This is an optimization exercise on Yosys and OpenROAD, whose aim is small area, a short achievable clock period and few clock cycles, not a production implementation.
No run shown here included a check of the RTL's function; only the layout flow was run.

===== design/flow/design.v =====
`timescale 1ns / 1ps
package scph_pkg;
	localparam int COORD_BITS       = 16;
	localparam int IDX_BITS         = 4;
	localparam int CFG_BITS         = 5;
	localparam int MAX_VERTICES_DEF = 16;
	localparam int unsigned MIN_POLY_VERTICES = 3;
	localparam int OPW   = COORD_BITS + 2;
	localparam int PRODW = 2 * OPW;
	localparam int CRW   = PRODW + 1;
	localparam logic OP_WRITE = 1'b0;
	localparam logic OP_QUERY = 1'b1;
	typedef struct packed {
		logic                         op;
		logic [IDX_BITS-1:0]          vertex_index;
		logic signed [COORD_BITS-1:0] coord_x;
		logic signed [COORD_BITS-1:0] coord_y;
		logic signed [COORD_BITS-1:0] dir_x;
		logic signed [COORD_BITS-1:0] dir_y;
	} req_t;
	typedef struct packed {
		logic hit;
		logic endpoint_inside;
	} rsp_t;
	typedef struct packed {
		logic signed [COORD_BITS-1:0] x;
		logic signed [COORD_BITS-1:0] y;
	} vtx_t;
	typedef enum logic [2:0] {
		ST_IDLE,
		ST_LOAD0,
		ST_LOAD1,
		ST_EDGE,
		ST_DRAIN,
		ST_FIN
	} state_t;
	typedef enum logic [2:0] {
		XOP_IN_O,
		XOP_IN_E,
		XOP_DEN,
		XOP_N1,
		XOP_N2
	} xop_t;
endpackage
`timescale 1ns / 1ps
module segment_convex_polygon_hit #(
	parameter int MAX_VERTICES = scph_pkg::MAX_VERTICES_DEF
) (
	input  logic                          clk,
	input  logic                          arst_n,
	input  logic                          req_valid,
	output logic                          req_stall,
	input  scph_pkg::req_t                req,
	output logic                          rsp_valid,
	input  logic                          rsp_stall,
	output scph_pkg::rsp_t                rsp,
	input  logic                          cfg_valid,
	output logic                          cfg_ready,
	input  logic [scph_pkg::CFG_BITS-1:0] cfg_data
);
	localparam int CB    = scph_pkg::COORD_BITS;
	localparam int WB    = CB + 1;           
	localparam int SB    = 2 * WB + 1;       
	localparam int UB    = CB + WB;          
	localparam int EB    = SB + 1;           
	localparam int DEPTH = 8;                
	function automatic logic [17:0] brow(input logic [16:0] x, input logic one, input logic two,
	                                     input logic neg);
		logic [17:0] m;
		case ({one, two})
			2'b10:   m = {x[16], x};
			2'b01:   m = {x, 1'b0};
			default: m = 18'd0;
		endcase
		if (neg) begin
			m = ~m;
		end
		brow = {~m[17], m[16:0]};
	endfunction
	function automatic logic [26:0] benc17(input logic [16:0] y);
		logic [18:0] w;
		w = {y[16], y, 1'b0};
		for (int k = 0; k < 9; k++) begin
			benc17[3*k]   = w[2*k+1] ^ w[2*k];
			benc17[3*k+1] = (w[2*k+2] & !w[2*k+1] & !w[2*k]) | (!w[2*k+2] & w[2*k+1] & w[2*k]);
			benc17[3*k+2] = w[2*k+2];
		end
	endfunction
	function automatic logic [23:0] benc16(input logic [15:0] y);
		logic [16:0] w;
		w = {y, 1'b0};
		for (int k = 0; k < 8; k++) begin
			benc16[3*k]   = w[2*k+1] ^ w[2*k];
			benc16[3*k+1] = (w[2*k+2] & !w[2*k+1] & !w[2*k]) | (!w[2*k+2] & w[2*k+1] & w[2*k]);
			benc16[3*k+2] = w[2*k+2];
		end
	endfunction
	function automatic logic cs_zero35(input logic [SB-2:0] x, input logic [SB-2:0] y);
		cs_zero35 = (x ^ y) == ((x | y) << 1);
	endfunction
	function automatic logic cs_zero33(input logic [UB-1:0] x, input logic [UB-1:0] y);
		cs_zero33 = (x ^ y) == ((x | y) << 1);
	endfunction
	logic [scph_pkg::CFG_BITS-1:0] vcount_q;
	logic                          stall_q;
	logic                          acc;
	logic [4:0]                    n_used;
	assign cfg_ready = 1'b1;
	assign req_stall = stall_q;
	assign acc       = req_valid && !stall_q;
	assign n_used    = (vcount_q > 5'd16) ? 5'd16 : vcount_q;
	logic [2*CB-1:0] mem [16];
	logic            wr_v;
	logic [3:0]      wr_idx;
	logic [2*CB-1:0] wr_data;
	always_ff @(posedge clk) begin
		wr_idx  <= req.vertex_index;
		wr_data <= {req.coord_x, req.coord_y};
		if (wr_v) begin
			mem[wr_idx] <= wr_data;
		end
	end
	logic          f_v, f_q, f_first, f_last, f_n3;
	logic [3:0]    f_k, f_kl;
	logic signed [CB-1:0] ox_q, oy_q, dx_q, dy_q;
	logic          nf_v, nf_q, nf_first, nf_last;
	logic          q_new;
	assign q_new = req.op == scph_pkg::OP_QUERY && n_used >= 5'd2;
	always_comb begin
		nf_v     = 1'b0;
		nf_q     = 1'b0;
		nf_first = 1'b0;
		nf_last  = 1'b0;
		if (f_v && f_q && !f_last) begin
			nf_v     = 1'b1;
			nf_q     = 1'b1;
			nf_last  = (f_k + 4'd1) == f_kl;
		end else if (acc) begin
			nf_v     = 1'b1;
			nf_q     = q_new;
			nf_first = 1'b1;
			nf_last  = !q_new;
		end
	end
	always_ff @(posedge clk) begin
		if (acc && req.op == scph_pkg::OP_QUERY) begin
			ox_q <= req.coord_x;
			oy_q <= req.coord_y;
			dx_q <= req.dir_x;
			dy_q <= req.dir_y;
		end
	end
	logic [2*CB-1:0]       f_vtx;
	logic signed [CB-1:0]  f_vx, f_vy;
	logic signed [WB-1:0]  f_x, f_y;
	logic [26:0]           f_yd;
	assign f_vtx = mem[f_k];
	assign f_vx  = f_vtx[2*CB-1:CB];
	assign f_vy  = f_vtx[CB-1:0];
	assign f_x   = WB'(f_vx) - WB'(ox_q);
	assign f_y   = WB'(f_vy) - WB'(oy_q);
	assign f_yd  = benc17(f_y);
	logic                 m_v, m_q, m_first, m_last, m_n3, m_wrap;
	logic                 r_v, r_q, r_n3;         
	logic signed [WB-1:0] m_x, m_y, a_x, b_x, h_x;
	logic [26:0]          m_yd, a_yd, b_yd, h_yd;    
	logic [23:0]          mdxd, mdyd;                
	always_ff @(posedge clk) begin
		m_x  <= f_x;
		m_y  <= f_y;
		m_yd <= f_yd;
		a_x  <= m_x;
		a_yd <= m_yd;
		if (m_q && m_last) begin
			b_x  <= h_x;
			b_yd <= h_yd;
		end else begin
			b_x  <= f_x;
			b_yd <= f_yd;
		end
		if (f_v && f_q && f_first) begin
			h_x  <= f_x;
			h_yd <= f_yd;
			mdxd <= benc16(dx_q);
			mdyd <= benc16(dy_q);
		end
	end
	logic [SB-2:0] m_s0, m_s1, m_s2;
	logic [UB-1:0] m_u0, m_u1, m_u2;
	logic [17:0] sd_p0, sd_p1, sd_p2, sd_p3, sd_p4, sd_p5, sd_p6, sd_p7, sd_p8;
	assign sd_p0 = brow(a_x, b_yd[0], b_yd[1], b_yd[2]);
	assign sd_p1 = brow(a_x, b_yd[3], b_yd[4], b_yd[5]);
	assign sd_p2 = brow(a_x, b_yd[6], b_yd[7], b_yd[8]);
	assign sd_p3 = brow(a_x, b_yd[9], b_yd[10], b_yd[11]);
	assign sd_p4 = brow(a_x, b_yd[12], b_yd[13], b_yd[14]);
	assign sd_p5 = brow(a_x, b_yd[15], b_yd[16], b_yd[17]);
	assign sd_p6 = brow(a_x, b_yd[18], b_yd[19], b_yd[20]);
	assign sd_p7 = brow(a_x, b_yd[21], b_yd[22], b_yd[23]);
	assign sd_p8 = brow(a_x, b_yd[24], b_yd[25], b_yd[26]);
	logic [17:0] sd_n0, sd_n1, sd_n2, sd_n3, sd_n4, sd_n5, sd_n6, sd_n7, sd_n8;
	assign sd_n0 = brow(b_x, a_yd[0], a_yd[1], !a_yd[2]);
	assign sd_n1 = brow(b_x, a_yd[3], a_yd[4], !a_yd[5]);
	assign sd_n2 = brow(b_x, a_yd[6], a_yd[7], !a_yd[8]);
	assign sd_n3 = brow(b_x, a_yd[9], a_yd[10], !a_yd[11]);
	assign sd_n4 = brow(b_x, a_yd[12], a_yd[13], !a_yd[14]);
	assign sd_n5 = brow(b_x, a_yd[15], a_yd[16], !a_yd[17]);
	assign sd_n6 = brow(b_x, a_yd[18], a_yd[19], !a_yd[20]);
	assign sd_n7 = brow(b_x, a_yd[21], a_yd[22], !a_yd[23]);
	assign sd_n8 = brow(b_x, a_yd[24], a_yd[25], !a_yd[26]);
	logic [34:0] sd_t_l1_0, sd_t_l1_1, sd_t_l1_2, sd_t_l1_3, sd_t_l1_4, sd_t_l1_5, sd_t_l1_6, sd_t_l1_7, sd_t_l1_8, sd_t_l1_9, sd_t_l1_10, sd_t_l1_11, sd_t_l2_0, sd_t_l2_1, sd_t_l2_2, sd_t_l2_3, sd_t_l2_4, sd_t_l2_5, sd_t_l2_6, sd_t_l2_7, sd_t_l3_0, sd_t_l3_1, sd_t_l3_2, sd_t_l3_3, sd_t_l3_4, sd_t_l3_5, sd_t_l4_0, sd_t_l4_1, sd_t_l4_2, sd_t_l4_3, sd_t_l5_0, sd_t_l5_1;
	assign sd_t_l1_0 = (35'(sd_p0) << 0) ^ ((35'(sd_p1) << 2) | (35'(b_yd[2]) << 0)) ^ ((35'(sd_p2) << 4) | (35'(b_yd[5]) << 2));
	assign sd_t_l1_1 = (((35'(sd_p0) << 0) & ((35'(sd_p1) << 2) | (35'(b_yd[2]) << 0))) | ((35'(sd_p0) << 0) & ((35'(sd_p2) << 4) | (35'(b_yd[5]) << 2))) | (((35'(sd_p1) << 2) | (35'(b_yd[2]) << 0)) & ((35'(sd_p2) << 4) | (35'(b_yd[5]) << 2)))) << 1;
	assign sd_t_l1_2 = ((35'(sd_p3) << 6) | (35'(b_yd[8]) << 4)) ^ ((35'(sd_p4) << 8) | (35'(b_yd[11]) << 6)) ^ ((35'(sd_p5) << 10) | (35'(b_yd[14]) << 8));
	assign sd_t_l1_3 = ((((35'(sd_p3) << 6) | (35'(b_yd[8]) << 4)) & ((35'(sd_p4) << 8) | (35'(b_yd[11]) << 6))) | (((35'(sd_p3) << 6) | (35'(b_yd[8]) << 4)) & ((35'(sd_p5) << 10) | (35'(b_yd[14]) << 8))) | (((35'(sd_p4) << 8) | (35'(b_yd[11]) << 6)) & ((35'(sd_p5) << 10) | (35'(b_yd[14]) << 8)))) << 1;
	assign sd_t_l1_4 = ((35'(sd_p6) << 12) | (35'(b_yd[17]) << 10)) ^ ((35'(sd_p7) << 14) | (35'(b_yd[20]) << 12)) ^ ((35'(sd_p8) << 16) | (35'(b_yd[23]) << 14));
	assign sd_t_l1_5 = ((((35'(sd_p6) << 12) | (35'(b_yd[17]) << 10)) & ((35'(sd_p7) << 14) | (35'(b_yd[20]) << 12))) | (((35'(sd_p6) << 12) | (35'(b_yd[17]) << 10)) & ((35'(sd_p8) << 16) | (35'(b_yd[23]) << 14))) | (((35'(sd_p7) << 14) | (35'(b_yd[20]) << 12)) & ((35'(sd_p8) << 16) | (35'(b_yd[23]) << 14)))) << 1;
	assign sd_t_l1_6 = (35'(sd_n0) << 0) ^ ((35'(sd_n1) << 2) | (35'(!a_yd[2]) << 0)) ^ ((35'(sd_n2) << 4) | (35'(!a_yd[5]) << 2));
	assign sd_t_l1_7 = (((35'(sd_n0) << 0) & ((35'(sd_n1) << 2) | (35'(!a_yd[2]) << 0))) | ((35'(sd_n0) << 0) & ((35'(sd_n2) << 4) | (35'(!a_yd[5]) << 2))) | (((35'(sd_n1) << 2) | (35'(!a_yd[2]) << 0)) & ((35'(sd_n2) << 4) | (35'(!a_yd[5]) << 2)))) << 1;
	assign sd_t_l1_8 = ((35'(sd_n3) << 6) | (35'(!a_yd[8]) << 4)) ^ ((35'(sd_n4) << 8) | (35'(!a_yd[11]) << 6)) ^ ((35'(sd_n5) << 10) | (35'(!a_yd[14]) << 8));
	assign sd_t_l1_9 = ((((35'(sd_n3) << 6) | (35'(!a_yd[8]) << 4)) & ((35'(sd_n4) << 8) | (35'(!a_yd[11]) << 6))) | (((35'(sd_n3) << 6) | (35'(!a_yd[8]) << 4)) & ((35'(sd_n5) << 10) | (35'(!a_yd[14]) << 8))) | (((35'(sd_n4) << 8) | (35'(!a_yd[11]) << 6)) & ((35'(sd_n5) << 10) | (35'(!a_yd[14]) << 8)))) << 1;
	assign sd_t_l1_10 = ((35'(sd_n6) << 12) | (35'(!a_yd[17]) << 10)) ^ ((35'(sd_n7) << 14) | (35'(!a_yd[20]) << 12)) ^ ((35'(sd_n8) << 16) | (35'(!a_yd[23]) << 14));
	assign sd_t_l1_11 = ((((35'(sd_n6) << 12) | (35'(!a_yd[17]) << 10)) & ((35'(sd_n7) << 14) | (35'(!a_yd[20]) << 12))) | (((35'(sd_n6) << 12) | (35'(!a_yd[17]) << 10)) & ((35'(sd_n8) << 16) | (35'(!a_yd[23]) << 14))) | (((35'(sd_n7) << 14) | (35'(!a_yd[20]) << 12)) & ((35'(sd_n8) << 16) | (35'(!a_yd[23]) << 14)))) << 1;
	assign sd_t_l2_0 = sd_t_l1_0 ^ sd_t_l1_1 ^ sd_t_l1_2;
	assign sd_t_l2_1 = ((sd_t_l1_0 & sd_t_l1_1) | (sd_t_l1_0 & sd_t_l1_2) | (sd_t_l1_1 & sd_t_l1_2)) << 1;
	assign sd_t_l2_2 = sd_t_l1_3 ^ sd_t_l1_4 ^ sd_t_l1_5;
	assign sd_t_l2_3 = ((sd_t_l1_3 & sd_t_l1_4) | (sd_t_l1_3 & sd_t_l1_5) | (sd_t_l1_4 & sd_t_l1_5)) << 1;
	assign sd_t_l2_4 = sd_t_l1_6 ^ sd_t_l1_7 ^ sd_t_l1_8;
	assign sd_t_l2_5 = ((sd_t_l1_6 & sd_t_l1_7) | (sd_t_l1_6 & sd_t_l1_8) | (sd_t_l1_7 & sd_t_l1_8)) << 1;
	assign sd_t_l2_6 = sd_t_l1_9 ^ sd_t_l1_10 ^ sd_t_l1_11;
	assign sd_t_l2_7 = ((sd_t_l1_9 & sd_t_l1_10) | (sd_t_l1_9 & sd_t_l1_11) | (sd_t_l1_10 & sd_t_l1_11)) << 1;
	assign sd_t_l3_0 = sd_t_l2_0 ^ sd_t_l2_1 ^ sd_t_l2_2;
	assign sd_t_l3_1 = ((sd_t_l2_0 & sd_t_l2_1) | (sd_t_l2_0 & sd_t_l2_2) | (sd_t_l2_1 & sd_t_l2_2)) << 1;
	assign sd_t_l3_2 = sd_t_l2_3 ^ sd_t_l2_4 ^ sd_t_l2_5;
	assign sd_t_l3_3 = ((sd_t_l2_3 & sd_t_l2_4) | (sd_t_l2_3 & sd_t_l2_5) | (sd_t_l2_4 & sd_t_l2_5)) << 1;
	assign sd_t_l3_4 = sd_t_l2_6 ^ sd_t_l2_7 ^ (35'h2aaac0000 | (35'(b_yd[26] ^ !a_yd[26]) << 16) | (35'(b_yd[26] & !a_yd[26]) << 17));
	assign sd_t_l3_5 = ((sd_t_l2_6 & sd_t_l2_7) | (sd_t_l2_6 & (35'h2aaac0000 | (35'(b_yd[26] ^ !a_yd[26]) << 16) | (35'(b_yd[26] & !a_yd[26]) << 17))) | (sd_t_l2_7 & (35'h2aaac0000 | (35'(b_yd[26] ^ !a_yd[26]) << 16) | (35'(b_yd[26] & !a_yd[26]) << 17)))) << 1;
	assign sd_t_l4_0 = sd_t_l3_0 ^ sd_t_l3_1 ^ sd_t_l3_2;
	assign sd_t_l4_1 = ((sd_t_l3_0 & sd_t_l3_1) | (sd_t_l3_0 & sd_t_l3_2) | (sd_t_l3_1 & sd_t_l3_2)) << 1;
	assign sd_t_l4_2 = sd_t_l3_3 ^ sd_t_l3_4 ^ sd_t_l3_5;
	assign sd_t_l4_3 = ((sd_t_l3_3 & sd_t_l3_4) | (sd_t_l3_3 & sd_t_l3_5) | (sd_t_l3_4 & sd_t_l3_5)) << 1;
	assign sd_t_l5_0 = sd_t_l4_0 ^ sd_t_l4_1 ^ sd_t_l4_2;
	assign sd_t_l5_1 = ((sd_t_l4_0 & sd_t_l4_1) | (sd_t_l4_0 & sd_t_l4_2) | (sd_t_l4_1 & sd_t_l4_2)) << 1;
	assign m_s0 = sd_t_l5_0;
	assign m_s1 = sd_t_l5_1;
	assign m_s2 = sd_t_l4_3;
	logic [17:0] ud_p0, ud_p1, ud_p2, ud_p3, ud_p4, ud_p5, ud_p6, ud_p7;
	assign ud_p0 = brow(m_y, mdxd[0], mdxd[1], mdxd[2]);
	assign ud_p1 = brow(m_y, mdxd[3], mdxd[4], mdxd[5]);
	assign ud_p2 = brow(m_y, mdxd[6], mdxd[7], mdxd[8]);
	assign ud_p3 = brow(m_y, mdxd[9], mdxd[10], mdxd[11]);
	assign ud_p4 = brow(m_y, mdxd[12], mdxd[13], mdxd[14]);
	assign ud_p5 = brow(m_y, mdxd[15], mdxd[16], mdxd[17]);
	assign ud_p6 = brow(m_y, mdxd[18], mdxd[19], mdxd[20]);
	assign ud_p7 = brow(m_y, mdxd[21], mdxd[22], mdxd[23]);
	logic [17:0] ud_n0, ud_n1, ud_n2, ud_n3, ud_n4, ud_n5, ud_n6, ud_n7;
	assign ud_n0 = brow(m_x, mdyd[0], mdyd[1], !mdyd[2]);
	assign ud_n1 = brow(m_x, mdyd[3], mdyd[4], !mdyd[5]);
	assign ud_n2 = brow(m_x, mdyd[6], mdyd[7], !mdyd[8]);
	assign ud_n3 = brow(m_x, mdyd[9], mdyd[10], !mdyd[11]);
	assign ud_n4 = brow(m_x, mdyd[12], mdyd[13], !mdyd[14]);
	assign ud_n5 = brow(m_x, mdyd[15], mdyd[16], !mdyd[17]);
	assign ud_n6 = brow(m_x, mdyd[18], mdyd[19], !mdyd[20]);
	assign ud_n7 = brow(m_x, mdyd[21], mdyd[22], !mdyd[23]);
	logic [32:0] ud_t_l1_0, ud_t_l1_1, ud_t_l1_2, ud_t_l1_3, ud_t_l1_4, ud_t_l1_5, ud_t_l1_6, ud_t_l1_7, ud_t_l1_8, ud_t_l1_9, ud_t_l2_0, ud_t_l2_1, ud_t_l2_2, ud_t_l2_3, ud_t_l2_4, ud_t_l2_5, ud_t_l2_6, ud_t_l2_7, ud_t_l3_0, ud_t_l3_1, ud_t_l3_2, ud_t_l3_3, ud_t_l4_0, ud_t_l4_1, ud_t_l4_2, ud_t_l4_3, ud_t_l5_0, ud_t_l5_1;
	assign ud_t_l1_0 = (33'(ud_p0) << 0) ^ ((33'(ud_p1) << 2) | (33'(mdxd[2]) << 0)) ^ ((33'(ud_p2) << 4) | (33'(mdxd[5]) << 2));
	assign ud_t_l1_1 = (((33'(ud_p0) << 0) & ((33'(ud_p1) << 2) | (33'(mdxd[2]) << 0))) | ((33'(ud_p0) << 0) & ((33'(ud_p2) << 4) | (33'(mdxd[5]) << 2))) | (((33'(ud_p1) << 2) | (33'(mdxd[2]) << 0)) & ((33'(ud_p2) << 4) | (33'(mdxd[5]) << 2)))) << 1;
	assign ud_t_l1_2 = ((33'(ud_p3) << 6) | (33'(mdxd[8]) << 4)) ^ ((33'(ud_p4) << 8) | (33'(mdxd[11]) << 6)) ^ ((33'(ud_p5) << 10) | (33'(mdxd[14]) << 8));
	assign ud_t_l1_3 = ((((33'(ud_p3) << 6) | (33'(mdxd[8]) << 4)) & ((33'(ud_p4) << 8) | (33'(mdxd[11]) << 6))) | (((33'(ud_p3) << 6) | (33'(mdxd[8]) << 4)) & ((33'(ud_p5) << 10) | (33'(mdxd[14]) << 8))) | (((33'(ud_p4) << 8) | (33'(mdxd[11]) << 6)) & ((33'(ud_p5) << 10) | (33'(mdxd[14]) << 8)))) << 1;
	assign ud_t_l1_4 = ((33'(ud_p6) << 12) | (33'(mdxd[17]) << 10)) ^ ((33'(ud_p7) << 14) | (33'(mdxd[20]) << 12)) ^ (33'(ud_n0) << 0);
	assign ud_t_l1_5 = ((((33'(ud_p6) << 12) | (33'(mdxd[17]) << 10)) & ((33'(ud_p7) << 14) | (33'(mdxd[20]) << 12))) | (((33'(ud_p6) << 12) | (33'(mdxd[17]) << 10)) & (33'(ud_n0) << 0)) | (((33'(ud_p7) << 14) | (33'(mdxd[20]) << 12)) & (33'(ud_n0) << 0))) << 1;
	assign ud_t_l1_6 = ((33'(ud_n1) << 2) | (33'(!mdyd[2]) << 0)) ^ ((33'(ud_n2) << 4) | (33'(!mdyd[5]) << 2)) ^ ((33'(ud_n3) << 6) | (33'(!mdyd[8]) << 4));
	assign ud_t_l1_7 = ((((33'(ud_n1) << 2) | (33'(!mdyd[2]) << 0)) & ((33'(ud_n2) << 4) | (33'(!mdyd[5]) << 2))) | (((33'(ud_n1) << 2) | (33'(!mdyd[2]) << 0)) & ((33'(ud_n3) << 6) | (33'(!mdyd[8]) << 4))) | (((33'(ud_n2) << 4) | (33'(!mdyd[5]) << 2)) & ((33'(ud_n3) << 6) | (33'(!mdyd[8]) << 4)))) << 1;
	assign ud_t_l1_8 = ((33'(ud_n4) << 8) | (33'(!mdyd[11]) << 6)) ^ ((33'(ud_n5) << 10) | (33'(!mdyd[14]) << 8)) ^ ((33'(ud_n6) << 12) | (33'(!mdyd[17]) << 10));
	assign ud_t_l1_9 = ((((33'(ud_n4) << 8) | (33'(!mdyd[11]) << 6)) & ((33'(ud_n5) << 10) | (33'(!mdyd[14]) << 8))) | (((33'(ud_n4) << 8) | (33'(!mdyd[11]) << 6)) & ((33'(ud_n6) << 12) | (33'(!mdyd[17]) << 10))) | (((33'(ud_n5) << 10) | (33'(!mdyd[14]) << 8)) & ((33'(ud_n6) << 12) | (33'(!mdyd[17]) << 10)))) << 1;
	assign ud_t_l2_0 = ud_t_l1_0 ^ ud_t_l1_1 ^ ud_t_l1_2;
	assign ud_t_l2_1 = ((ud_t_l1_0 & ud_t_l1_1) | (ud_t_l1_0 & ud_t_l1_2) | (ud_t_l1_1 & ud_t_l1_2)) << 1;
	assign ud_t_l2_2 = ud_t_l1_3 ^ ud_t_l1_4 ^ ud_t_l1_5;
	assign ud_t_l2_3 = ((ud_t_l1_3 & ud_t_l1_4) | (ud_t_l1_3 & ud_t_l1_5) | (ud_t_l1_4 & ud_t_l1_5)) << 1;
	assign ud_t_l2_4 = ud_t_l1_6 ^ ud_t_l1_7 ^ ud_t_l1_8;
	assign ud_t_l2_5 = ((ud_t_l1_6 & ud_t_l1_7) | (ud_t_l1_6 & ud_t_l1_8) | (ud_t_l1_7 & ud_t_l1_8)) << 1;
	assign ud_t_l2_6 = ud_t_l1_9 ^ ((33'(ud_n7) << 14) | (33'(!mdyd[20]) << 12)) ^ (33'haaac0000 | (33'(mdxd[23] ^ !mdyd[23]) << 14) | (33'(mdxd[23] & !mdyd[23]) << 15));
	assign ud_t_l2_7 = ((ud_t_l1_9 & ((33'(ud_n7) << 14) | (33'(!mdyd[20]) << 12))) | (ud_t_l1_9 & (33'haaac0000 | (33'(mdxd[23] ^ !mdyd[23]) << 14) | (33'(mdxd[23] & !mdyd[23]) << 15))) | (((33'(ud_n7) << 14) | (33'(!mdyd[20]) << 12)) & (33'haaac0000 | (33'(mdxd[23] ^ !mdyd[23]) << 14) | (33'(mdxd[23] & !mdyd[23]) << 15)))) << 1;
	assign ud_t_l3_0 = ud_t_l2_0 ^ ud_t_l2_1 ^ ud_t_l2_2;
	assign ud_t_l3_1 = ((ud_t_l2_0 & ud_t_l2_1) | (ud_t_l2_0 & ud_t_l2_2) | (ud_t_l2_1 & ud_t_l2_2)) << 1;
	assign ud_t_l3_2 = ud_t_l2_3 ^ ud_t_l2_4 ^ ud_t_l2_5;
	assign ud_t_l3_3 = ((ud_t_l2_3 & ud_t_l2_4) | (ud_t_l2_3 & ud_t_l2_5) | (ud_t_l2_4 & ud_t_l2_5)) << 1;
	assign ud_t_l4_0 = ud_t_l3_0 ^ ud_t_l3_1 ^ ud_t_l3_2;
	assign ud_t_l4_1 = ((ud_t_l3_0 & ud_t_l3_1) | (ud_t_l3_0 & ud_t_l3_2) | (ud_t_l3_1 & ud_t_l3_2)) << 1;
	assign ud_t_l4_2 = ud_t_l3_3 ^ ud_t_l2_6 ^ ud_t_l2_7;
	assign ud_t_l4_3 = ((ud_t_l3_3 & ud_t_l2_6) | (ud_t_l3_3 & ud_t_l2_7) | (ud_t_l2_6 & ud_t_l2_7)) << 1;
	assign ud_t_l5_0 = ud_t_l4_0 ^ ud_t_l4_1 ^ ud_t_l4_2;
	assign ud_t_l5_1 = ((ud_t_l4_0 & ud_t_l4_1) | (ud_t_l4_0 & ud_t_l4_2) | (ud_t_l4_1 & ud_t_l4_2)) << 1;
	assign m_u0 = ud_t_l5_0;
	assign m_u1 = ud_t_l5_1;
	assign m_u2 = ud_t_l4_3;
	logic                 c1_q, c1_first, c1_edge, c1_wrap, c1_rv, c1_rq, c1_n3;
	logic [SB-2:0]        c1_s0, c1_s1, c1_s2, c1_sx, c1_sc;
	logic [UB-1:0]        c1_u0, c1_u1, c1_u2, c1_ux, c1_uc;
	logic signed [SB-2:0] c1_s;
	logic signed [UB-1:0] c1_u;
	always_ff @(posedge clk) begin
		c1_s0 <= m_s0;
		c1_s1 <= m_s1;
		c1_s2 <= m_s2;
		c1_u0 <= m_u0;
		c1_u1 <= m_u1;
		c1_u2 <= m_u2;
	end
	assign c1_sx = c1_s0 ^ c1_s1 ^ c1_s2;
	assign c1_sc = ((c1_s0 & c1_s1) | (c1_s0 & c1_s2) | (c1_s1 & c1_s2)) << 1;
	assign c1_ux = c1_u0 ^ c1_u1 ^ c1_u2;
	assign c1_uc = ((c1_u0 & c1_u1) | (c1_u0 & c1_u2) | (c1_u1 & c1_u2)) << 1;
	assign c1_s  = c1_sx + c1_sc;
	assign c1_u  = c1_ux + c1_uc;
	logic                 c2_q, c2_first, c2_edge, c2_wrap, c2_rv, c2_rq, c2_n3;
	logic signed [SB-2:0] c2_s;
	logic signed [UB-1:0] c2_u, c2_up, c2_uh;
	logic                 c2_sneg, c2_szero, c2_uneg, c2_uzero;
	logic                 c2_upneg, c2_upzero, c2_uhneg, c2_uhzero;
	logic                 out_o_q, out_e_q, hit_q;
	always_ff @(posedge clk) begin
		c2_s      <= c1_s;
		c2_u      <= c1_u;
		c2_sneg   <= c1_s[SB-2];
		c2_szero  <= cs_zero35(c1_sx, c1_sc);
		c2_uneg   <= c1_u[UB-1];
		c2_uzero  <= cs_zero33(c1_ux, c1_uc);
		c2_up     <= c2_u;
		c2_upneg  <= c2_uneg;
		c2_upzero <= c2_uzero;
		if (c2_q && c2_first) begin
			c2_uh     <= c2_u;
			c2_uhneg  <= c2_uneg;
			c2_uhzero <= c2_uzero;
		end
	end
	function automatic logic [2:0] edge_test(input logic signed [SB-2:0] s, input logic sneg,
	                                         input logic szero,
	                                         input logic signed [UB-1:0] ua, input logic uaneg,
	                                         input logic uazero,
	                                         input logic signed [UB-1:0] ub, input logic ubneg,
	                                         input logic ubzero);
		logic signed [EB-1:0] se, uae, ube;
		logic [EB-1:0] ex, ec, ev;
		logic spos, eneg, epos, crs, ezero;
		se    = s;
		uae   = ua;
		ube   = ub;
		ex    = se ^ uae ^ ~ube;
		ec    = ((se & uae) | (se & ~ube) | (uae & ~ube)) << 1;
		ev    = ex + ec + 1'b1;
		ezero = &(ex ^ ec);
		spos = !sneg && !szero;
		eneg = ev[EB-1];
		epos = !ev[EB-1] && !ezero;
		crs  = !(uazero && ubzero) &&
		       (((uaneg || uazero) && !ubneg && !sneg && !epos) ||
		        (!uaneg && (ubneg || ubzero) && !spos && !eneg));
		edge_test = {sneg, eneg, crs};
	endfunction
	logic [2:0] t_e, t_old;
	always_comb begin
		if (c2_wrap) begin
			t_e = edge_test(c2_s, c2_sneg, c2_szero, c2_up, c2_upneg, c2_upzero,
			                c2_uh, c2_uhneg, c2_uhzero);
		end else begin
			t_e = edge_test(c2_s, c2_sneg, c2_szero, c2_up, c2_upneg, c2_upzero,
			                c2_u, c2_uneg, c2_uzero);
		end
	end
	logic       c3_q, c3_first, c3_edge, c3_rv, c3_rq, c3_n3;
	logic [2:0] c3_t;
	always_ff @(posedge clk) begin
		c3_t <= t_e;
	end
	assign t_old = {out_o_q, out_e_q, hit_q} | c3_t;
	logic [1:0]       fifo_d [DEPTH];
	logic [DEPTH-1:0] fifo_v;
	logic [3:0]       inflight_q;
	logic             push, pop;
	logic [1:0]       push_d;
	logic             res_ins, res_hit;
	assign res_ins = c3_n3 && (!t_old[2] || !t_old[1]);
	assign res_hit = res_ins || t_old[0];
	assign push    = c3_rv;
	assign push_d  = c3_rq ? {res_hit, res_ins} : 2'b00;
	assign pop     = fifo_v[0] && !rsp_stall;
	logic full_next;
	always_comb begin
		if (inflight_q >= 4'(DEPTH + 1)) begin
			full_next = 1'b1;
		end else if (inflight_q == 4'(DEPTH)) begin
			full_next = acc || !pop;
		end else if (inflight_q == 4'(DEPTH - 1)) begin
			full_next = acc && !pop;
		end else begin
			full_next = 1'b0;
		end
	end
	assign rsp_valid = fifo_v[0];
	assign rsp       = fifo_d[0];
	always_ff @(posedge clk) begin
		for (int i = 0; i < DEPTH; i++) begin
			if (pop) begin
				if (push && fifo_v[i] && (i == DEPTH - 1 || !fifo_v[(i + 1) % DEPTH])) begin
					fifo_d[i] <= push_d;
				end else if (i < DEPTH - 1) begin
					fifo_d[i] <= fifo_d[(i + 1) % DEPTH];
				end
			end else if (push && !fifo_v[i] && (i == 0 || fifo_v[(i + DEPTH - 1) % DEPTH])) begin
				fifo_d[i] <= push_d;
			end
		end
	end
	always_ff @(posedge clk or negedge arst_n) begin
		if (!arst_n) begin
			vcount_q   <= '0;
			stall_q    <= 1'b0;
			wr_v       <= 1'b0;
			f_v        <= 1'b0;
			f_q        <= 1'b0;
			f_first    <= 1'b0;
			f_last     <= 1'b0;
			f_n3       <= 1'b0;
			f_k        <= '0;
			f_kl       <= '0;
			m_v        <= 1'b0;
			m_q        <= 1'b0;
			m_first    <= 1'b0;
			m_last     <= 1'b0;
			m_n3       <= 1'b0;
			m_wrap     <= 1'b0;
			r_v        <= 1'b0;
			r_q        <= 1'b0;
			r_n3       <= 1'b0;
			c1_q       <= 1'b0;
			c1_first   <= 1'b0;
			c1_edge    <= 1'b0;
			c1_wrap    <= 1'b0;
			c1_rv      <= 1'b0;
			c1_rq      <= 1'b0;
			c1_n3      <= 1'b0;
			c2_q       <= 1'b0;
			c2_first   <= 1'b0;
			c2_edge    <= 1'b0;
			c2_wrap    <= 1'b0;
			c2_rv      <= 1'b0;
			c2_rq      <= 1'b0;
			c2_n3      <= 1'b0;
			c3_q       <= 1'b0;
			c3_first   <= 1'b0;
			c3_edge    <= 1'b0;
			c3_rv      <= 1'b0;
			c3_rq      <= 1'b0;
			c3_n3      <= 1'b0;
			out_o_q    <= 1'b0;
			out_e_q    <= 1'b0;
			hit_q      <= 1'b0;
			fifo_v     <= '0;
			inflight_q <= '0;
		end else begin
			if (cfg_valid) begin
				vcount_q <= cfg_data;
			end
			wr_v <= acc && req.op == scph_pkg::OP_WRITE;
			f_v     <= nf_v;
			f_q     <= nf_q;
			f_first <= nf_first;
			f_last  <= nf_last;
			if (f_v && f_q && !f_last) begin
				f_k <= f_k + 4'd1;
			end else begin
				f_k  <= '0;
				f_kl <= 4'(n_used - 5'd1);
				f_n3 <= n_used >= 5'd3;
			end
			m_v     <= f_v && f_last;
			m_q     <= f_v && f_q;
			m_first <= f_first;
			m_last  <= f_last;
			m_n3    <= f_n3;
			m_wrap  <= m_q && m_last;
			r_v     <= m_v;
			r_q     <= m_q && m_last;
			r_n3    <= m_n3;
			c1_q     <= m_q;
			c1_first <= m_first;
			c1_edge  <= (m_q && !m_first) || m_wrap;
			c1_wrap  <= m_wrap;
			c1_rv    <= r_v;
			c1_rq    <= r_q;
			c1_n3    <= r_n3;
			c2_q     <= c1_q;
			c2_first <= c1_first;
			c2_edge  <= c1_edge;
			c2_wrap  <= c1_wrap;
			c2_rv    <= c1_rv;
			c2_rq    <= c1_rq;
			c2_n3    <= c1_n3;
			c3_q     <= c2_q;
			c3_first <= c2_first;
			c3_edge  <= c2_edge;
			c3_rv    <= c2_rv;
			c3_rq    <= c2_rq;
			c3_n3    <= c2_n3;
			if (c3_q && c3_first) begin
				{out_o_q, out_e_q, hit_q} <= 3'b000;
			end else if (c3_edge) begin
				{out_o_q, out_e_q, hit_q} <= {out_o_q, out_e_q, hit_q} | c3_t;
			end
			if (pop) begin
				fifo_v <= push ? fifo_v : (fifo_v >> 1);
			end else if (push) begin
				fifo_v <= {fifo_v[DEPTH-2:0], 1'b1};
			end
			inflight_q <= inflight_q + 4'(acc) - 4'(pop);
			stall_q    <= (nf_v && nf_q && !nf_last) || full_next;
		end
	end
endmodule

===== design/flow/run.sh =====
#!/bin/bash
# synth_recipe.tcl (not shown) runs the flow's synth.tcl, then flattens the netlist and writes it again
# the make line also repeats each setting of config.mk as NAME=value (left out here)
make -C /OpenROAD-flow-scripts/flow DESIGN_CONFIG=/design/flow/config.mk WORK_HOME=/design/flow/orfs CLKGATE_MAP_FILE= SYNTH_SCRIPT=/design/flow/synth_recipe.tcl finish

===== design/flow/config.mk =====
export PLATFORM = sky130hd
export DESIGN_NAME = segment_convex_polygon_hit
export DESIGN_NICKNAME = segment_convex_polygon_hit
export VERILOG_FILES = /design/flow/design.v
export SDC_FILE = /design/flow/constraint.sdc
export NUM_CORES = 4
export LEC_CHECK = 0
export CAP_MARGIN = 20
export CORE_MARGIN = 2
export CORE_UTILIZATION = 40
export SETUP_SLACK_MARGIN = 3.7
export SLEW_MARGIN = 20

===== design/flow/constraint.sdc =====
create_clock -name core_clock -period 7.5 [get_ports {clk}]
set_input_delay 1.5000 -clock core_clock [delete_from_list [all_inputs] [get_ports {clk}]]
set_output_delay 1.5000 -clock core_clock [all_outputs]
set_load 0.01 [all_outputs]

==> results.toml, run 1 <==
[outcome]
status = "no timing/DRC/antenna violations"

[grt]
grt_util_all_layers_pct = 21.4
grt_overflow = 0
grt_max_degree = 65
antenna_found_initial = 3
grt_pass1_vias = 51900
grt_pass1_wl_mm = 321

[worst_setup_path]
crit_buf_inv = 2
endpoint_kind = "flip-flop"
cp_top_family = "adder cells"
critical_path_peak_fanout = 17
critPathArrivalTime_ps = 4990
path_common_cell = "fa_1"
rr_worst_depth = 10
crit_path_max_incr_delay_ps = 720
cp_cell_sequence = "a22oi_1, nor2_1, xor2_1, fa_1, inv_1, fa_1, fa_1, fa_1, inv_1, fa_2"
crit_type = "flip-flop to flip-flop"
cp.depth = 10
crit_required_ps = 8220
cp_slowest_cell = "dfxtp_2"
startpoint_type = "flip-flop"

[route]
routed_wl_mm = 214
ant_nets = 0
wire_per_inst_um = 22.6
first_pass_iters = 7
drt_iter0_markers = 4926
drc = 0
vias = 50400
via_per_inst = 5.34

[die]
core_region_area_sq_um = 192000
dieArea_sq_um = 196000
pin_count = 84
fp.dieW_um = 443
start_util_pct = 40.2
fp-row-count = 161
fp.dieH_um = 443

[timing]
fin_setup_tns_ps = 0
hold_viol = 0
worst_pin_slew_ps = 1010
rsz0062_at_grt = "true"
drv_slew = 0
slew-limit-headroom_pct = 32.3
period_minus_slack_ps = 4260
setup_viol = 0
fmax_mhz = 235
min_period_over_period_pct = 56.8
clock-skew-final_ps = 54.6

[synth]
yosys_register_bits = 1232
yosysWarnings = 2
synth_top_area_share_pct = 27.9
synth_top_flop_cell = "edfxtp_1"
synth_cell_types = 83
syn_area_sq_um = 77100
synth_edf_count = 717
yosysTopAreaCell = "edfxtp_1"
async_reset_ff_share_pct = 4.95
syn-num-nets = 7788
yosysSeqAreaShare_pct = 41.7
synth.area.top_cells = "edfxtp_1, fa_1, dfxtp_1"
syn_inst = 6621
syn_area_per_cell_sq_um = 11.6

[layout]
drive_above_1_share_pct = 22.0
syn2layout_area_growth_pct = 19.0
layout.nets = 7976

[hold_path]
hold_class = "flip-flop to flip-flop"
worstHoldPathCells = 0

[placed_design]
finalWeightedCongestion = 0.895
place_hpwl_mm = 144
io_buffer_count = 82

[clock_network]
htree_levels = 4
clk_latency_ps = 820
cts_buffers = 136
cts_sinks = 1232
cts_max_path_buffers = 3
clkTransAtPathRegs_ps = 60
cts_tree = "built"
ctsHoldBuffers = 0
cts-root-buf = "clkbuf_16"

[flow_run]
drv_cap = 0
[repair_timing]
item	in CTS	in global routing
resized for setup	525	298
endpoints found under the setup margin	223	163
hold endpoints to repair	0	0
setup buffers	209	100
pin swaps	217	245
cloned	18	2
[final timing paths]
| check | startpoint | to | slack, ps |
|---|---|---|---|
| min in group asynchronous | arst_n | c1_rv | 850 |
| worst min register to register | m_yd[10] | a_yd[10] | 340 |
| worst max register to register | m_y[9] | c1_u0[10] | 3240 |
| worst min-delay path | m_yd[10] | a_yd[10] | 340 |
| worst max-delay path | m_y[9] | c1_u0[10] | 3240 |
| max in group asynchronous | arst_n | f_k[0] | 6100 |
[layout make-up]
type | count | area, sq um
inverter | 973 | 3680
tap | 2526 | 3160
clock buffer | 199 | 3860
sequential | 1232 | 32300
timing repair buffer | 499 | 5250
multi-input combinational | 3967 | 42800
fill | 16800 | 100000
clock inverter | 53 | 723
antenna | 3 | 7.51
[flip-flops by register name, indices dropped and copies added (netlist names), 32 cells and up]
signal / count
c1_u0: 33
c2_uh: 32
c2_u: 33
mem: 512
c2_s: 34
wr_data: 32
c2_up: 33
c1_s1: 32
c1_s0: 34
[synth_stat cells (6+ instances only)]
| library cell | number |
|---|---|
| a22oi_1 | 512 |
| nand2_1 | 178 |
| nand2b_1 | 34 |
| o21ai_1 | 6 |
| inv_1 | 962 |
| or3_1 | 12 |
| nor3b_1 | 27 |
| a211oi_1 | 8 |
| clkinv_1 | 6 |
| o21a_1 | 12 |
| nor2b_1 | 34 |
| a21oi_1 | 104 |
| nor4_1 | 19 |
| edfxtp_1 | 717 |
| o21bai_1 | 13 |
| o211ai_1 | 23 |
| buf_1 | 59 |
| dfxtp_1 | 454 |
| nand4_1 | 24 |
| and3_1 | 8 |
| nor2_1 | 560 |
| a21o_1 | 64 |
| xor2_1 | 267 |
| mux2_2 | 29 |
| dfrtp_1 | 61 |
| nor3_1 | 29 |
| mux2i_1 | 16 |
| nand3_1 | 33 |
| xnor2_1 | 514 |
| and2_1 | 11 |
| nand3b_1 | 31 |
| mux4_2 | 160 |
| ha_1 | 515 |
| clkbuf_1 | 387 |
| o21ai_0 | 66 |
| a31oi_1 | 13 |
| fa_1 | 573 |
[logic make-up (layout without fill, tap and decap cells)]
| group | Yosys count | count (layout) | share of synthesized area (%) |
|---|---|---|---|
| multiplexers | 205 | 205 | 5.30 |
| buffers and inverters | 1422 | 1724 | 6.93 |
| AND/OR/NAND/NOR | 1014 | 1014 | 5.86 |
| adder cells (fa/ha/maj) | 1088 | 1088 | 23.2 |
| AO/OA/AOI/OAI | 877 | 877 | 8.09 |
| XOR/XNOR | 782 | 782 | 8.91 |
| other | 1 | 4 | 0.00486 |
| flip-flops | 1232 | 1232 | 41.7 |
[metrics by stage]
stage / hold slack (ps) / util, % / setup WS, ps / instances / cell area (sq um)
2_1_floorplan: 310 / - / 3590 / 6621 / 78500
3_3_place_gp: 316 / 42.0 / 2350 / 8867 / 80700
3_5_place_dp: 320 / 42.0 / 2570 / 8868 / 80700
4_1_cts: 332 / 46.7 / 3350 / 9347 / 89700
5_1_grt: 342 / 47.8 / 3200 / 9449 / 91800
6_report: 339 / 47.8 / 3240 / 9452 / 91800
[cells in the final DEF, fill, tap and decap left out, types with 140 or more instances in the layout]
master       n
dfxtp_1    385
nand2_1    171
fa_1       461
buf_4      268
mux4_2     160
edfxtp_1   717
xor2_1     252
ha_1       418
nor2_1     522
inv_1      846
a22oi_1    387
clkbuf_16  140
xnor2_1    480
[per-layer routing]
layer  share of wire, %  track usage [%]  up-vias
met3                7.4             3.83      442
met4                3.8             7.79        0
met5                  0                0        -
met2                 47             34.6     2057
met1                 42             28.9    25500
li1                   -                -    22500
==> inputs of run 2 (changes only) <==
--- a/design/flow/config.mk
+++ b/design/flow/config.mk
@@ -10,3 +10,4 @@
 export CORE_UTILIZATION = 40
 export SETUP_SLACK_MARGIN = 3.7
 export SLEW_MARGIN = 20
+export TNS_END_PERCENT = 5
==> run 2 against run 1 <==
Synthesized cell count unchanged. Hold slack worse by 13 ps. Synthesized area unchanged. Worst setup slack better by 83 ps. Via count down 2.7%. Final area down 4.0%. Register-to-register slack better by 80 ps. Critical path depth up 5. Non-clock buffer count down 178. First-iteration DRC count down 9.3%. Global-route usage down 0.78 points. Critical endpoint is now c1_u0[13]. Largest cell class unchanged.
==> results.toml, run 2 <==
[outcome]
status = "no timing/DRC/antenna violations"

[timing]
min_period_over_period_pct = 55.7
worst_pin_slew_ps = 1110
fmax_mhz = 239
drv_slew = 0
period_minus_slack_ps = 4180
hold_viol = 0
clock-skew-final_ps = 30.7
setup_viol = 0
fin_setup_tns_ps = 0
slew-limit-headroom_pct = 26.3
rsz0062_at_grt = "true"

[layout]
final_common_cell = "inv_1"
n_fill_cell = 17200
syn2layout_area_growth_pct = 14.2
layout_common_cells = "inv_1, edfxtp_1, fa_1"
drive_above_1_share_pct = 13.8
layout.nets = 7797
registers.top_by_ff_count = "mem"
largest_reg_flops = 512
fin_area_sq_um = 88100
top_regs = "mem: 512 flops, c1_s0: 34 flops, c2_s: 34 flops"
n_antenna_cell = 0

[grt]
grt_pass1_wl_mm = 309
grt_overflow = 0
antenna_found_initial = 4
grt_util_all_layers_pct = 20.7
grt_pass1_vias = 49600
grt_max_degree = 62

[worst_setup_path]
endpoint_kind = "flip-flop"
rr_worst_depth = 15
critPathArrivalTime_ps = 4830
critical_path_peak_fanout = 7
crit_type = "flip-flop to flip-flop"
crit_required_ps = 8150
startpoint_type = "flip-flop"

[die]
fp.dieH_um = 443
pin_count = 84
dieArea_sq_um = 196000
core_region_area_sq_um = 192000
fp.dieW_um = 443
fp-row-count = 161
start_util_pct = 40.2

[synth]
ys_top_cells_by_count = "inv_1, edfxtp_1, fa_1, nor2_1, ha_1"
synth.area.top_cells = "edfxtp_1, fa_1, dfxtp_1"
yosysWarnings = 2
syn_inst = 6621
synth_compound_area_share_pct = 8.09
synthAdderAreaFrac_pct = 23.2
syn_area_sq_um = 77100
yosysSeqAreaShare_pct = 41.7
synth_top_area_share_pct = 27.9
synth_top_flop_cell = "edfxtp_1"
async_reset_ff_share_pct = 4.95
synth_cell_types = 83
synth_top_family_by_area = "adder cells"
synth_edf_count = 717
synth-simple-area-share_pct = 5.86
synth.area.mux_share_pct = 5.30
syn_area_per_cell_sq_um = 11.6
syn-num-nets = 7788
yosys_register_bits = 1232
synth-xor-area-share_pct = 8.91
yosysTopAreaCell = "edfxtp_1"
yosysMostFrequentCell = "inv_1"

[route]
via_per_inst = 5.29
routed_wl_mm = 204
drc = 0
drt_iter0_markers = 4469
vias = 49000
ant_nets = 0
wire_per_inst_um = 22.0
first_pass_iters = 6

[clock_network]
cts_tree = "built"
htree_levels = 4
cts_max_path_buffers = 3
cts_sinks = 1232
cts_buffers = 135
cts-root-buf = "clkbuf_16"
clkTransAtPathRegs_ps = 60
clk_latency_ps = 790

[placed_design]
io_buffer_count = 82
finalWeightedCongestion = 0.892
place_hpwl_mm = 142
place_area_sq_um = 80400

[hold_path]
worstHoldPathCells = 0
hold_class = "flip-flop to flip-flop"

[flow_run]
drv_cap = 0
## run 2: changes by cell type in the layout (fill, tap and decap cells not counted), sizes merged
cell      before  now
bufinv         5   14
clkinvlp       6    5
diode          3    0
clkinv        44   46
clkbuf       205  188
buf          409  235
inv          971  972
## run 2: critical path: stages (launching register included)
cell	delay, ps
edfxtp_1	450
inv_1	130
ha_4	200
clkbuf_4	200
buf_4	120
a22oi_2	40
nor2_1	140
xnor2_1	110
fa_1	540
inv_1	90
fa_1	550
inv_1	60
fa_1	450
fa_1	500
inv_1	50
fa_1	420
## run 2: routing by layer
| layer | GRT usage, % | share of wire (%) | up-vias |
|---|---|---|---|
| li1 | - | - | 22100 |
| met2 | 34.1 | 48 | 1827 |
| met1 | 28.5 | 43 | 24800 |
| met3 | 2.69 | 6.5 | 301 |
| met5 | 0 | 0 | - |
| met4 | 5.91 | 2.6 | 0 |
## run 2: timing repair
item / in CTS / in global routing
setup endpoints to repair: 218 / 176
hold buffers: 0 / 0
setup buffers: 78 / 71
resized for setup: 190 / 112
pin swaps: 27 / 70
hold endpoints to repair: 0 / 0
gates cloned: 9 / 3
## run 2: kinds of logic after synthesis
| logic type | Yosys count |
|---|---|
| buffers and inverters | 1422 |
| DFF | 1232 |
| adders and majority gates | 1088 |
| and+or+nand+nor | 1014 |
| AOI/OAI and AO/OA | 877 |
| xor gates and xnor gates | 782 |
| muxes | 205 |
| other | 1 |
## run 2: per-stage QoR
step | util, % | cells | hold slack [ps] | setup WS (ps)
after floorplan | - | 6621 | 310 | 3590
after global placement | 41.9 | 8858 | 312 | 2390
after detailed placement | 41.9 | 8858 | 312 | 2390
after CTS | 45.3 | 9195 | 326 | 3390
after global routing | 45.9 | 9269 | 331 | 3220
final | 45.9 | 9269 | 326 | 3320
## run 2: area by class of cell
type	instances	area, sq um	area share, %
Multi-Input combinational cell	3967	41100	46.7
Sequential cell	1232	32200	36.6
Clock buffer	186	3730	4.24
Inverter	973	3670	4.17
Timing Repair Buffer	321	3210	3.65
Tap cell	2526	3160	3.59
Clock inverter	64	938	1.07
## run 2: path summary, 6_finish.rpt
path                              to  slack (ps)      from
max                        c1_u0[13]        3320  mdyd[19]
min                         a_yd[24]         330  m_yd[24]
max reg2reg                c1_u0[13]        3320  mdyd[19]
min reg2reg                 a_yd[24]         330  m_yd[24]
max in group asynchronous     f_k[3]        6050    arst_n
min in group asynchronous      c3_rv         870    arst_n

## re-timing with driven ports
Ports are ideal in the flow. The routed layouts listed here were re-timed in OpenROAD.
Step 1 (the two cells are an assumption about what drives the block):
set clk [get_ports {clk}]
set_driving_cell -lib_cell sky130_fd_sc_hd__clkbuf_16 $clk
set_driving_cell -lib_cell sky130_fd_sc_hd__buf_2 [delete_from_list [all_inputs] $clk]
Step 2 also shifts input and output timing later by t, the mid clock arrival at the registers, as if the neighbouring blocks saw the same clock.
Three values: no drivers, after step 1, after step 2; two values: the first two.
| run | shift t [ns] | setup WS [ns] | hold WS [ns] | worst setup path at the end | worst register clock-pin slew, ns |
|---|---|---|---|---|---|
| run 1 | 0.875 | 3.237 / 3.237 / 3.237 | 0.339 / 0.339 / 0.339 | register to register | 0.08 / 0.08 |
| run 2 | 0.864 | 3.319 / 3.319 / 3.319 | 0.326 / 0.326 / 0.326 | register to register | 0.07 / 0.07 |
After both steps every run listed still meets setup and hold.
